From an optimization exercise on the open Yosys and OpenROAD flow, aimed at small area, a short achievable clock period and few clock cycles; shortcuts taken in it are not production practice.
Only simulation tests tie the RTL to the original design; equivalence was not proved.
No activity file was given, so power comes from the tool's default toggle rates.

## nickel
// ordered_timer_expiry_manager_top
module ordered_timer_expiry_manager_top
#(
    parameter int NUM_SLOTS = 16
) (
    input  logic              i_clk,
    input  logic              i_rst_n,
    input  logic              i_s_tvalid,
    output logic              o_s_tready,
    input  logic [IN_DW-1:0]  i_s_tdata,    
    input  logic [1:0]        i_s_tuser,    
    output logic              o_m_tvalid,
    input  logic              i_m_tready,
    output logic [OUT_DW-1:0] o_m_tdata,    
    output logic              o_m_tlast     
);
For scale: roughly 5500 cells after synthesis, roughly 1400 flip-flops, roughly 63000 µm² of cells after synthesis.
==> flow/config.mk <==
export PLATFORM = sky130hd
export DESIGN_NAME = ordered_timer_expiry_manager_top
export DESIGN_NICKNAME = ordered_timer_expiry_manager_top
export VERILOG_FILES = /design/flow/design.v
export SDC_FILE = /design/flow/constraint.sdc
export NUM_CORES = 4
export LEC_CHECK = 0
export ABC_AREA = 1
export CAP_MARGIN = 20
export CORE_MARGIN = 2
export CORE_UTILIZATION = 55
export CTS_CLUSTER_DIAMETER = 70
export CTS_CLUSTER_SIZE = 30
export SLEW_MARGIN = 20
==> flow/constraint.sdc <==
create_clock -name core_clock -period 10.0 [get_ports {i_clk}]
set_input_delay 2.0000 -clock core_clock [delete_from_list [all_inputs] [get_ports {i_clk}]]
set_output_delay 2.0000 -clock core_clock [all_outputs]
set_load 0.01 [all_outputs]
standard.sh (not shown) runs the stock make flow with config.mk's settings and CLKGATE_MAP_FILE= SYNTH_SCRIPT=/design/flow/synth_recipe.tcl, a recipe that flattens the netlist after the stock synthesis.
==> flow/flow/run.sh <==
#!/bin/bash
set -euo pipefail
bash standard.sh SETUP_SLACK_MARGIN=6.5 "BUFFER_PORTS_ARGS=-buffer_cell sky130_fd_sc_hd__buf_4" finish > standard_flow.log 2>&1
Testbench counts of nickel, summed over its fixed seeds: cycles 5,875.
## Diff of input files: ember against nickel
diff --git a/flow/design.v b/flow/design.v
--- a/flow/design.v
+++ b/flow/design.v
@@ -24,17 +24,17 @@
     input  logic [1:0]        i_s_tuser,    
     output logic              o_m_tvalid,
     input  logic              i_m_tready,
     output logic [OUT_DW-1:0] o_m_tdata,    
     output logic              o_m_tlast     
 );
     localparam int N  = NUM_SLOTS;
     localparam int IW = $clog2(NUM_SLOTS);
-    localparam int KW = DELAY_W + 1;            
+    localparam int KW = DELAY_W;                
     localparam int LW = 6;                      
     logic                r_in_vld;
     logic [1:0]          r_in_cmd;
     logic [IW-1:0]       r_in_slot;
     logic                r_in_range;
     logic [DELAY_W-1:0]  r_in_d;
     logic                r_in_per;
     logic [EXP_W-1:0]    r_t1;          
@@ -90,18 +90,18 @@
     assign take       = i_s_tvalid && o_s_tready;
     assign o_m_tvalid = r_out_vld;
     assign o_m_tdata  = {4'b0, r_out_exp, r_out_slot};
     assign o_m_tlast  = r_out_last;
     assign due_now  = r_a | b;
     assign due_cmd  = |(hit & due_now);
     assign cmd_go   = r_in_vld && !r_bub &&
                       (!r_open || (r_in_cmd[1] && !due_cmd));
-    assign is_tick  = cmd_go && (r_in_cmd == CMD_TICK);
-    assign is_start = cmd_go && (r_in_cmd == CMD_START) && r_in_range;
+    assign is_tick  = r_in_vld && !r_bub && !r_open && (r_in_cmd == CMD_TICK);
+    assign is_start = r_in_vld && !r_bub && !r_open && (r_in_cmd == CMD_START) && r_in_range;
     assign is_stop  = cmd_go && (r_in_cmd == CMD_STOP) && r_in_range;
     assign is_setp  = cmd_go && (r_in_cmd == CMD_SETP) && r_in_range;
     assign open_now = r_open || is_tick;
     always_comb begin
         logic [EXP_W-1:0] pt;
         pt = r_t1;
         for (int s = 1; s < EXP_W; s = s * 2) begin
             for (int i = EXP_W - 1; i >= 0; i--) begin
@@ -189,26 +189,26 @@
     assign two_b    = two_set(b);
     assign more_raw = any_a ? (two_a || any_b) : two_b;
     assign want  = open_now && (any_a || any_b);
     assign fire  = want && out_free;
     assign still = from_a && p_1;
     assign more  = (r_cnt != EVCNT_W'(MAX_EVENTS - 1)) && (more_raw || still);
     assign close = open_now && (!want || (fire && !more));
     assign d_m1  = KW'(r_in_d) - 1'b1;
-    assign new_p = r_in_per || is_setp ? d_m1[DELAY_W-1:0] : '1;
+    assign new_p = r_in_per || (r_in_cmd == CMD_SETP) ? d_m1[DELAY_W-1:0] : '1;
     assign in_vld_nx = take || (r_in_vld && !cmd_go);
     assign ok_nx     = take ? (i_s_tuser[1] && !due_now[i_s_tdata[3:0]]) :
                               (r_in_cmd[1] && !due_cmd);
     always_ff @(posedge i_clk) begin
         for (int i = 0; i < N; i++) begin
             if (r_w_hit[i]) r_k[i] <= new_k;
             if ((is_start || is_setp) && hit[i]) begin
                 r_p[i] <= new_p;
-                r_u[i] <= !(r_in_per || is_setp) || (r_in_d[DELAY_W-1:2] == '0);
+                r_u[i] <= !(r_in_per || (r_in_cmd == CMD_SETP)) || (r_in_d[DELAY_W-1:2] == '0);
             end
             r_b1[i] <= r_w_hit[i] ? (r_w_cf ? r_w_x2 : r_w_x1) :
                        (r_k[i][KW-1:LW] == tn_now[KW-1:LW]) && (r_k[i][LW-1:0] == tn_now[LW-1:0]);
             r_b2[i] <= r_w_hit[i] ? (r_w_cf ? r_w_x3 : r_w_x2) :
                        (r_k[i][KW-1:LW] == tn_now[KW-1:LW]) && (r_k[i][LW-1:0] == tn2_lo);
         end
     end
     always_ff @(posedge i_clk) begin
@@ -226,17 +226,17 @@
                 end
             end
             if (close) begin
                 r_a <= (b & ~(fire ? sel : '0)) | (fire && still ? sel : '0);
             end else if (fire) begin
                 r_a <= r_a & ~sel;
             end else if (is_start) begin
                 r_a <= (r_a & ~hit) | (r_in_d == '0 ? hit : '0);
-            end else if (is_stop) begin
+            end else if (r_in_vld && !r_bub && !r_open && (r_in_cmd == CMD_STOP)) begin
                 r_a <= r_a & ~hit;
             end
         end
     end
     always_ff @(posedge i_clk) begin
         if (fire)          r_w_hit <= p_0 ? '0 : sel;
         else if (is_start) r_w_hit <= hit;
         else               r_w_hit <= '0;
[summary]
ember finished end to end and its layout was clean on timing, DRC and antenna.
ember ended up with a lower xor-xnor portion of the synthesized cell area than nickel did.
ember has relative contribution of combinational cells to total power above what nickel had.
First-pass GRT wire length up 11000 µm in ember wrt nickel
Final routed wirelength across all metal layers (higher): ember
Higher least setup slack across all paths after layout was reported by nickel, not ember.
Testbench counts of ember, summed over its fixed seeds: cycles 5,875.

[afterwards: timing with drivers on the ports]
In the flow no input, the clock included, has a driving cell. The finished layouts below were timed again as built, in two steps.
Step 1 assumes that a clkbuf_16 drives the clock port and a buf_2 every other input.
Step 2 also shifts input and output timing later by t, the mid clock arrival at the registers, as if the neighbouring blocks saw the same clock.
Three values: no drivers, after step 1, after step 2; two values: the first two.
| run | shift t [ns] | setup WS [ns] | clock arrival spread, ns | worst register clock-pin slew, ns |
|---|---|---|---|---|
| nickel | 0.786 | 6.435 / 6.435 / 5.846 | 0.036 / 0.036 | 0.11 / 0.11 |
| ember | 0.784 | 6.362 / 6.362 / 5.882 | 0.039 / 0.039 | 0.11 / 0.11 |
After both steps every run listed still meets setup and hold. For nickel, which loses most, drivers alone change the setup slack by 0.000 ns; drivers and shift together by -0.589 ns.
